What follows belongs to an exercise in optimizing a design on an open flow for small area, a short achievable clock period and few clock cycles per item; a production flow would make more cautious choices. Only the layout flow was run in this run; the RTL was not checked for function there.

--- design/flow/design.v ---
package isr_pkg;
    localparam int DATA_WID = 256;
    localparam int ROOT_WID = DATA_WID / 2;
    localparam int RES_WID  = ROOT_WID + 3;
endpackage
module isr_step #(
    parameter int ROOT_WID = isr_pkg::ROOT_WID,
    parameter int RES_WID  = isr_pkg::RES_WID
) (
    input  logic [RES_WID-1:0]  ys,
    input  logic [RES_WID-1:0]  yc,
    input  logic [1:0]          pin,      
    input  logic [ROOT_WID-1:0] q,
    input  logic [ROOT_WID-1:0] qm,
    input  logic [RES_WID-1:0]  mark,
    input  logic                hold,     
    output logic [RES_WID-1:0]  ys_next,
    output logic [RES_WID-1:0]  yc_next,
    output logic [ROOT_WID-1:0] q_next,
    output logic [ROOT_WID-1:0] qm_next
);
    localparam int T = RES_WID - 1;      
    function automatic logic [1:0] sel(input logic [4:0] s5, input logic [4:0] c5);
        logic [4:0] p;
        logic [4:0] g;
        logic       c4;
        p  = s5 ^ c5;
        g  = s5 & c5;
        c4 = g[3] | (p[3] & (g[2] | (p[2] & (g[1] | (p[1] & g[0])))));
        sel[1] = !(p[4] ^ c4);
        sel[0] = (p[4] ^ c4) && (p != 5'h1f);
    endfunction
    function automatic logic [1:0] sel_after(input logic [5:0] a6, input logic [5:0] b6,
                                             input logic [5:0] o6);
        logic [4:0] s5;
        logic [4:0] c5;
        s5 = a6[5:1] ^ b6[5:1] ^ o6[5:1];
        c5 = (a6[4:0] & b6[4:0]) | (a6[4:0] & o6[4:0]) | (b6[4:0] & o6[4:0]);
        sel_after = sel(s5, c5);
    endfunction
    logic [RES_WID-1:0]  u_a, u_b;
    logic                pos_a, neg_a, zer_a, pos_b, neg_b, zer_b;
    logic [1:0]          sb_pos, sb_neg, sb_zero;
    logic [RES_WID-1:0]  q2, qm2;
    logic [RES_WID-1:0]  a2_a, b2_a, fp_a, fn_a, op_a, ys_a, yc_a;
    logic [RES_WID-1:0]  a2_b, b2_b, fp_b, fn_b, op_b;
    logic [ROOT_WID-1:0] q_a, qm_a;
    logic                sel_q, sel_qm, v_qa, v_qma;
    always_comb begin
        u_a = mark >> 1;
        u_b = mark >> 2;
        q2  = {2'b00, q,  1'b0};
        qm2 = {2'b00, qm, 1'b0};
        {pos_a, neg_a} = hold ? 2'b00 : sel(ys[T -: 5], yc[T -: 5]);
        zer_a = !hold && !pos_a && !neg_a;
        a2_a = {ys[T-1:0], pin[1]};
        b2_a = {yc[T-1:0], 1'b0};
        fp_a = q2 | u_a;
        fn_a = qm2 | mark | u_a;
        op_a = ({RES_WID{pos_a}} & ~fp_a) | ({RES_WID{neg_a}} & fn_a);
        ys_a = a2_a ^ b2_a ^ op_a;
        yc_a = {(a2_a[T-1:0] & b2_a[T-1:0]) | (a2_a[T-1:0] & op_a[T-1:0]) |
                (b2_a[T-1:0] & op_a[T-1:0]), pos_a};
        q_a  = (neg_a ? qm : q)  | ({ROOT_WID{pos_a || neg_a}} & u_a[ROOT_WID-1:0]);
        qm_a = (pos_a ? q  : qm) | ({ROOT_WID{zer_a}} & u_a[ROOT_WID-1:0]);
        sb_pos  = sel_after(a2_a[T -: 6], b2_a[T -: 6], ~fp_a[T -: 6]);
        sb_neg  = sel_after(a2_a[T -: 6], b2_a[T -: 6], fn_a[T -: 6]);
        sb_zero = sel_after(a2_a[T -: 6], b2_a[T -: 6], 6'd0);
        if (hold)       {pos_b, neg_b} = 2'b00;
        else if (pos_a) {pos_b, neg_b} = sb_pos;
        else if (neg_a) {pos_b, neg_b} = sb_neg;
        else            {pos_b, neg_b} = sb_zero;
        zer_b = !hold && !pos_b && !neg_b;
        a2_b = {ys_a[T-1:0], pin[0]};
        b2_b = {yc_a[T-1:0], 1'b0};
        fp_b = {2'b00, q_a,  1'b0} | u_b;
        fn_b = {2'b00, qm_a, 1'b0} | u_a | u_b;
        op_b = ({RES_WID{pos_b}} & ~fp_b) | ({RES_WID{neg_b}} & fn_b);
        ys_next = a2_b ^ b2_b ^ op_b;
        yc_next = {(a2_b[T-1:0] & b2_b[T-1:0]) | (a2_b[T-1:0] & op_b[T-1:0]) |
                   (b2_b[T-1:0] & op_b[T-1:0]), pos_b};
        sel_q   = neg_b ? !pos_a : neg_a;
        sel_qm  = pos_b ? !neg_a : pos_a;
        v_qa    = neg_b ? zer_a : (pos_a || neg_a);
        v_qma   = pos_b ? (pos_a || neg_a) : zer_a;
        q_next  = (sel_q  ? qm : q) | ({ROOT_WID{v_qa}}  & u_a[ROOT_WID-1:0]) |
                  ({ROOT_WID{pos_b || neg_b}} & u_b[ROOT_WID-1:0]);
        qm_next = (sel_qm ? q : qm) | ({ROOT_WID{v_qma}} & u_a[ROOT_WID-1:0]) |
                  ({ROOT_WID{zer_b}} & u_b[ROOT_WID-1:0]);
    end
endmodule
module isr_bkadd #(
    parameter int WID = isr_pkg::RES_WID
) (
    input  logic [WID-1:0] x,
    input  logic [WID-1:0] y,
    output logic [WID-1:0] s
);
    localparam int LV = $clog2(WID);
    localparam int N  = 1 << LV;
    localparam int NS = 2 * LV;          
    logic [N-1:0] g0;
    logic [N-1:0] p0;
    assign g0 = N'(x & y);
    assign p0 = N'(x ^ y);
    for (genvar st = 1; st < NS; st++) begin : g_stage
        localparam int L  = (st <= LV) ? st - 1 : 2 * LV - 1 - st;
        localparam bit UP = (st <= LV);
        logic [N-1:0] gi, pi, go, po;
        if (st == 1) begin : g_first
            assign gi = g0;
            assign pi = p0;
        end else begin : g_next
            assign gi = g_stage[st-1].go;
            assign pi = g_stage[st-1].po;
        end
        for (genvar i = 0; i < N; i++) begin : g_bit
            if (( UP && (i + 1) % (2 << L) == 0) ||
                (!UP && (i + 1) % (2 << L) == (1 << L) && i >= (2 << L))) begin : g_op
                assign go[i] = gi[i] | (pi[i] & gi[i-(1<<L)]);
                assign po[i] = pi[i] & pi[i-(1<<L)];
            end else begin : g_pass
                assign go[i] = gi[i];
                assign po[i] = pi[i];
            end
        end
    end
    assign s = x ^ y ^ {g_stage[NS-1].go[WID-2:0], 1'b0};
endmodule
module isr_core #(
    parameter  int DATA_WID = isr_pkg::DATA_WID,
    localparam int ROOT_WID = DATA_WID / 2,
    localparam int RES_WID  = ROOT_WID + 3
) (
    input  logic                clk,
    input  logic                rst,
    input  logic [DATA_WID-1:0] a,
    input  logic                clken,
    input  logic                calcen,
    output logic                busy,
    output logic                done,
    output logic [ROOT_WID-1:0] root,
    output logic [ROOT_WID:0]   rem
);
    logic [RES_WID-1:0]  ys;
    logic [RES_WID-1:0]  yc;
    logic [ROOT_WID-1:0] pend;
    logic [ROOT_WID-1:0] qm;
    logic                run;
    logic                conv;
    logic                corr;
    logic                denorm;
    logic                norm;
    logic                skip_half;
    logic [6:0]          cnt;
    logic                at0;        
    logic                at1;        
    logic [5:0]          nsh;
    logic                calcen_d;
    logic                done_seen;
    logic                armed;
    logic                idle;
    logic                start;
    logic                skip;
    logic                last;
    logic                finish;
    logic [RES_WID-1:0]  mark;
    logic [RES_WID-1:0]  sum;
    logic [RES_WID-1:0]  ys_b, yc_b, ys_other, ys_nx;
    logic [ROOT_WID-1:0] root_other, root_nx;
    logic [ROOT_WID-1:0] q_b, qm_b;
    assign rem = ys[ROOT_WID:0];
    always_comb begin
        for (int i = 0; i < RES_WID; i++) begin
            if (i == ROOT_WID)
                mark[i] = at0;
            else if (i == ROOT_WID - 2)
                mark[i] = at1;
            else if (i % 2 == 0 && i < ROOT_WID)
                mark[i] = (cnt == 7'((ROOT_WID - i) / 2));
            else
                mark[i] = 1'b0;
        end
    end
    always_comb begin
        idle   = !busy && !done;
        start  = calcen && !calcen_d && armed && idle && !done_seen;
        skip   = norm && (skip_half || (ys[ROOT_WID-1 -: 4] == 4'd0 && nsh != 6'h3f));
        last   = (cnt[5:0] == ~nsh);
    end
    isr_bkadd #(
        .WID (RES_WID)
    ) u_add (
        .x   (ys),
        .y   (yc),
        .s   (sum)
    );
    isr_step #(
        .ROOT_WID (ROOT_WID),
        .RES_WID  (RES_WID)
    ) u_step (
        .ys      (ys),
        .yc      (yc),
        .pin     (pend[ROOT_WID-1 -: 2]),
        .q       (root),
        .qm      (qm),
        .mark    (mark),
        .hold    (skip),
        .ys_next (ys_b),
        .yc_next (yc_b),
        .q_next  (q_b),
        .qm_next (qm_b)
    );
    always_ff @(posedge clk) begin
        if (!busy) pend <= a[ROOT_WID-1:0];
        else       pend <= pend << 2;
    end
    always_ff @(posedge clk) begin
        qm <= qm_b;
        if (!busy)    yc <= '0;
        else if (run) yc <= yc_b;
        else          yc <= {qm, 1'b0} | mark;
    end
    always_comb begin
        finish = 1'b0;
        if (conv)   finish = !sum[RES_WID-1] && nsh == 6'd0;
        if (corr)   finish = nsh == 6'd0;
        if (denorm) finish = nsh == 6'd1;
    end
    always_comb begin
        ys_other   = ys;
        root_other = root;
        if (start) begin
            ys_other   = {{(RES_WID-ROOT_WID){1'b0}}, a[DATA_WID-1:ROOT_WID]};
            root_other = '0;
        end
        if (conv || corr) ys_other = sum;
        if (corr)   root_other = yc[ROOT_WID:1] & ~mark[ROOT_WID:1];
        if (denorm) begin
            ys_other   = ys >> 2;
            root_other = root >> 2;
        end
        ys_nx   = run ? ys_b : ys_other;
        root_nx = run ? q_b  : root_other;
    end
    always_ff @(posedge clk or posedge rst) begin
        if (rst) begin
            ys        <= '0;
            root      <= '0;
            run       <= 1'b0;
            conv      <= 1'b0;
            corr      <= 1'b0;
            denorm    <= 1'b0;
            norm      <= 1'b0;
            skip_half <= 1'b0;
            cnt       <= '0;
            at0       <= 1'b0;
            at1       <= 1'b0;
            nsh       <= '0;
            calcen_d  <= 1'b0;
            done_seen <= 1'b0;
            armed     <= 1'b0;
            busy      <= 1'b0;
            done      <= 1'b0;
        end else begin
            ys       <= ys_nx;
            root     <= root_nx;
            calcen_d <= calcen;
            armed    <= 1'b1;
            done     <= 1'b0;
            if (done) done_seen <= 1'b1;
            if (!busy) begin
                norm      <= 1'b1;
                skip_half <= 1'b0;
                cnt       <= '0;
                at0       <= 1'b1;
                at1       <= 1'b0;
                nsh       <= '0;
            end
            if (idle) begin
                if (clken) done_seen <= 1'b0;
                if (start) begin
                    busy <= 1'b1;
                    run  <= 1'b1;
                end
            end
            if (run) begin
                if (skip) begin
                    skip_half <= !skip_half;
                    if (skip_half) nsh <= nsh + 1'b1;
                end else begin
                    norm <= 1'b0;
                    cnt  <= cnt + 1'b1;
                    at0  <= 1'b0;
                    at1  <= at0;
                    if (last) begin
                        run  <= 1'b0;
                        conv <= 1'b1;
                    end
                end
            end
            if (conv) begin
                conv <= 1'b0;
                if (sum[RES_WID-1]) corr <= 1'b1;
                else if (nsh != 6'd0) denorm <= 1'b1;
            end
            if (corr) begin
                corr <= 1'b0;
                if (nsh != 6'd0) denorm <= 1'b1;
            end
            if (denorm) begin
                nsh  <= nsh - 1'b1;
                if (nsh == 6'd1) denorm <= 1'b0;
            end
            if (finish) begin
                busy <= 1'b0;
                done <= 1'b1;
            end
        end
    end
endmodule
--- design/flow/run.sh ---
#!/bin/bash
# synth_recipe.tcl (not shown) runs the flow's synth.tcl, then flattens the netlist and writes it again
# the make line also repeats each setting of config.mk as NAME=value (left out here)
make -C /OpenROAD-flow-scripts/flow DESIGN_CONFIG=/design/flow/config.mk WORK_HOME=/design/flow/orfs CLKGATE_MAP_FILE= SYNTH_SCRIPT=/design/flow/synth_recipe.tcl finish
--- design/flow/config.mk ---
export PLATFORM = sky130hd
export DESIGN_NAME = isr_core
export DESIGN_NICKNAME = isr_core
export VERILOG_FILES = /design/flow/design.v
export SDC_FILE = /design/flow/constraint.sdc
export NUM_CORES = 4
export LEC_CHECK = 0
export CAP_MARGIN = 20
export CORE_MARGIN = 2
export CORE_UTILIZATION = 40
export SETUP_SLACK_MARGIN = 0.8
export SLEW_MARGIN = 20
--- design/flow/constraint.sdc ---
create_clock -name core_clock -period 5.0 [get_ports {clk}]
set_input_delay 1.0000 -clock core_clock [delete_from_list [all_inputs] [get_ports {clk}]]
set_output_delay 1.0000 -clock core_clock [all_outputs]
set_load 0.01 [all_outputs]
==> flow_summary.yaml <==
routing:
  via_count: 50800
  wl_per_cell_um: 25.3
  drt_iter0_drc: 6037
  drt_drc_violations_left: 0
  drt_pass1_iterations: 7
  wirelength_um: 212000
  post_drt_via_cell_ratio: 6.06
  drt.antenna.violating_nets: 0
layout:
  seqCellArea_sq_um: 14900
  nFillCells: 12000
  drive_above_1_share_pct: 13.5
  multiInputGateArea_sq_um: 35000
  areaGrowthSynthToFinish_pct: 24.0
  finalNetCount: 7394
  fin_area_sq_um: 63600
synthesis:
  synthTopCellsByArea: "dfxtp_1, dfrtp_1, fa_1"
  yosysWarningCount: 2
  ys_seq_elements: 672
  synth_ff_type: "dfxtp_1"
  yosysUniqueCellTypes: 82
  synth.avg_cell_area_sq_um: 8.10
  synth_top_area_cell: "dfxtp_1"
  syn_inst: 6334
  syn_area_sq_um: 51300
  synth_edf_count: 0
  synth_fp_nets: 7076
  yosysSeqAreaShare_pct: 29.0
  synthArstFlopShare_pct: 42.4
  synth_top_area_share_pct: 15.1
worst_setup_path:
  path_class: "flop to flop"
  reg2reg_slack_ns: 0.44
  reg2reg_depth: 19
  required_ns: 5.60
  worstSetupEndpointType: "flop"
  path_max_fanout: 3
  arrival_ns: 5.16
  reg2reg_from: "ys[0]"
  r2r-end: "ys[102]"
  startpoint_type: "flop"
floorplan:
  num_rows: 131
  core_area_sq_um: 127000
  die_h_um: 362
  die_w_um: 362
  initial_core_util_pct: 40.3
  ios: 519
  design.die.area_sq_um: 131000
grt:
  grt_usage_pct: 31.0
  grt_max_degree: 212
  grt_pass1_wl_um: 315000
  overflow: 0
  antenna_found_initial: 7
  grt_pass1_vias: 48300
cts:
  cts_tree: "done"
  cts_made_buffers: 87
  clkTransAtPathRegs_ns: 0.06
  clock_latency_ns: 0.69
  cts_root_buffer: "clkbuf_16"
  cts_hold_buf: 0
  cts_sinks: 672
  cts_max_path_buffers: 3
  cts_htree_levels: 3
min_path:
  whs_endpoint: "pend[46]"
  hold_path_class: "flop to flop"
  hold_depth: 1
  hold_start: "pend[44]"
place:
  gp_congestion: 0.894
  hpwl_um: 141000
  port_buffers: 518
  dpl_cell_area_sq_um: 58100
sta:
  timing.fmax_mhz: 219
  slew-limit-headroom_pct: 13.1
  hold_viol: 0
  clock_skew_ns: 0.0304
  setup_violations: 0
  rsz0062_at_grt: "yes"
  tightest_slew_ns: 1.30
  finalSetupTns_ns: 0
  maxSlewViolCount: 0
  layout_min_cycle_time_ns: 4.56
  finalCritPeriodShare_pct: 91.3
outcome:
  status: "finished clean"
flow_run:
  max-cap-violations: 0
==> registers in the layout, indices dropped and copies added (netlist names), 6 cells and up <==
name  flops
ys      131
pend    128
qm      128
cnt       7
nsh       6
root    128
yc      131
==> cell usage in the layout, fill, tap and decap left out, drive strengths merged, types with 6 or more instances in the layout <==
cell type | netlist | routed
o21bai | 7 | 7
fa | 330 | 330
nor2b | 74 | 74
nand4 | 30 | 30
ha | 152 | 152
nor4 | 6 | 6
dfrtp | 285 | 285
a32o | 123 | 123
o31ai | 69 | 69
xnor2 | 79 | 79
and3 | 16 | 16
nor3 | 14 | 14
a22oi | 64 | 64
dfxtp | 387 | 387
clkdlybuf4s50 | 0 | 518
nand3 | 106 | 106
o22ai | 320 | 320
mux2 | 126 | 126
nand2b | 7 | 7
a21oi | 455 | 455
nand2 | 891 | 891
a221o | 66 | 66
o32ai | 63 | 63
a21boi | 7 | 7
clkbuf | 342 | 142
mux2i | 129 | 129
inv | 63 | 69
and2 | 80 | 80
a211oi | 72 | 72
a221oi | 6 | 6
a31oi | 9 | 9
buf | 260 | 306
a21o | 65 | 65
or2 | 6 | 6
o21ai | 501 | 501
clkinv | 0 | 16
nor2 | 1072 | 1072
==> how the worst max path moves through the flow <==
stage               startpoint       to  slack [ns]  cells after the start
finish                   ys[0]  ys[102]        0.44                     19
global route            ys[17]   ys[78]        0.28                     19
CTS                      ys[0]  ys[102]        0.36                     19
detailed placement      ys[17]   ys[78]       -0.32                     19
global placement        ys[17]   ys[79]       -0.34                     19
floorplan                  rst    armed        0.22                      1
==> stage by stage <==
stage | worst slack [ns] | util (%) | hold slack, ns | std cells
2_1_floorplan | 0.223 | - | 0.433 | 6334
3_3_place_gp | -0.338 | 45.6 | 0.436 | 8154
3_5_place_dp | -0.318 | 45.6 | 0.439 | 8155
4_1_cts | 0.356 | 48.6 | 0.447 | 8353
5_1_grt | 0.282 | 49.9 | 0.459 | 8390
6_report | 0.435 | 49.9 | 0.450 | 8391
==> logic make-up (layout without fill, tap and decap cells) <==
logic type	count (synthesis)	count (layout)	share of synthesized area, %
simple gates	2316	2316	18.5
compound gates	1860	1860	23.1
flops	672	672	29.0
buf+inv	665	1057	6.10
fa+ha+maj	482	482	16.6
mux	255	255	5.28
xor+xnor	83	83	1.42
other cells	1	4	0.00731
==> critical path, stage by stage, from the launching register on <==
cell	delay, ns
dfrtp_1	0.38
ha_2	0.18
fa_2	0.35
a21o_1	0.22
nand4_1	0.15
a31oi_4	0.14
o41a_4	0.48
o211ai_1	0.30
nand2_2	0.15
a21o_4	0.30
a21o_1	0.21
or2_1	0.22
a31o_2	0.26
fa_2	0.53
nand2_2	0.05
a21oi_2	0.15
a21oi_1	0.06
nor2_1	0.13
a21oi_1	0.05
o21ai_1	0.15
==> layout make-up <==
type	count	area share (%)
Clock buffer	135	4.17
Sequential cell	672	23.4
Tap cell	1662	3.27
Inverter	63	0.386
Timing Repair Buffer	831	13.3
Clock inverter	28	0.427
Multi-Input combinational cell	4997	55.0
Antenna cell	3	0.0118
==> Yosys cell counts (7+ instances only) <==
master and number:
nor2_1 1070, nand2_1 891, o21ai_0 496, a21oi_1 455
dfxtp_1 387, clkbuf_1 342, fa_1 330, o22ai_1 320
dfrtp_1 285, ha_1 152, buf_4 146, mux2i_1 129
mux2_2 126, a32o_1 123, nand3_1 106, and2_1 80
xnor2_1 79, nor2b_1 74, a211oi_1 71, buf_2 69
o31ai_1 68, a221o_1 66, a21o_1 65, a22oi_1 64
o32ai_1 63, inv_1 62, buf_1 45, nand4_1 30
and3_1 16, nor3_1 12, a31oi_1 8, nand2b_1 7
o21bai_1 7
==> repair_timing <==
action	CTS	global route
pin swaps	75	181
setup endpoints to repair	372	237
setup buffers	31	26
gates resized for setup	140	376
cloned	4	8
==> metal layers <==
metal,vias up,GRT usage [%],wire length [um]
met2,2626,47.7,94600
met1,24900,42.1,89000
met3,397,7.45,20500
li1,22900,-,-
met4,6,11.7,8330
met5,-,0,41

-- what the ideal ports hide --
The results above use ideal ports. As a check the final layout listed here was re-extracted and re-timed, cells and wires unchanged.
Step 1 sets driving cells, clkbuf_16 on the clock port and buf_2 on the other inputs (assumed; they add their load-dependent delay and slew).
Step 2, shift: input delay + t, output delay - t, t = (earliest + latest rising clock arrival at the registers) / 2. This alone moves slack from input paths to output paths.
Three values: ideal ports, drivers, drivers and shift; two values: the first two.
t, ns: 0.761
setup slack, ns: 0.435 / 0.435 / 0.435
latest minus earliest clock arrival (ns): 0.031 / 0.030
After both steps this run still meets setup and hold. For this run, drivers alone change the setup slack by 0.000 ns; drivers and shift together by 0.000 ns.
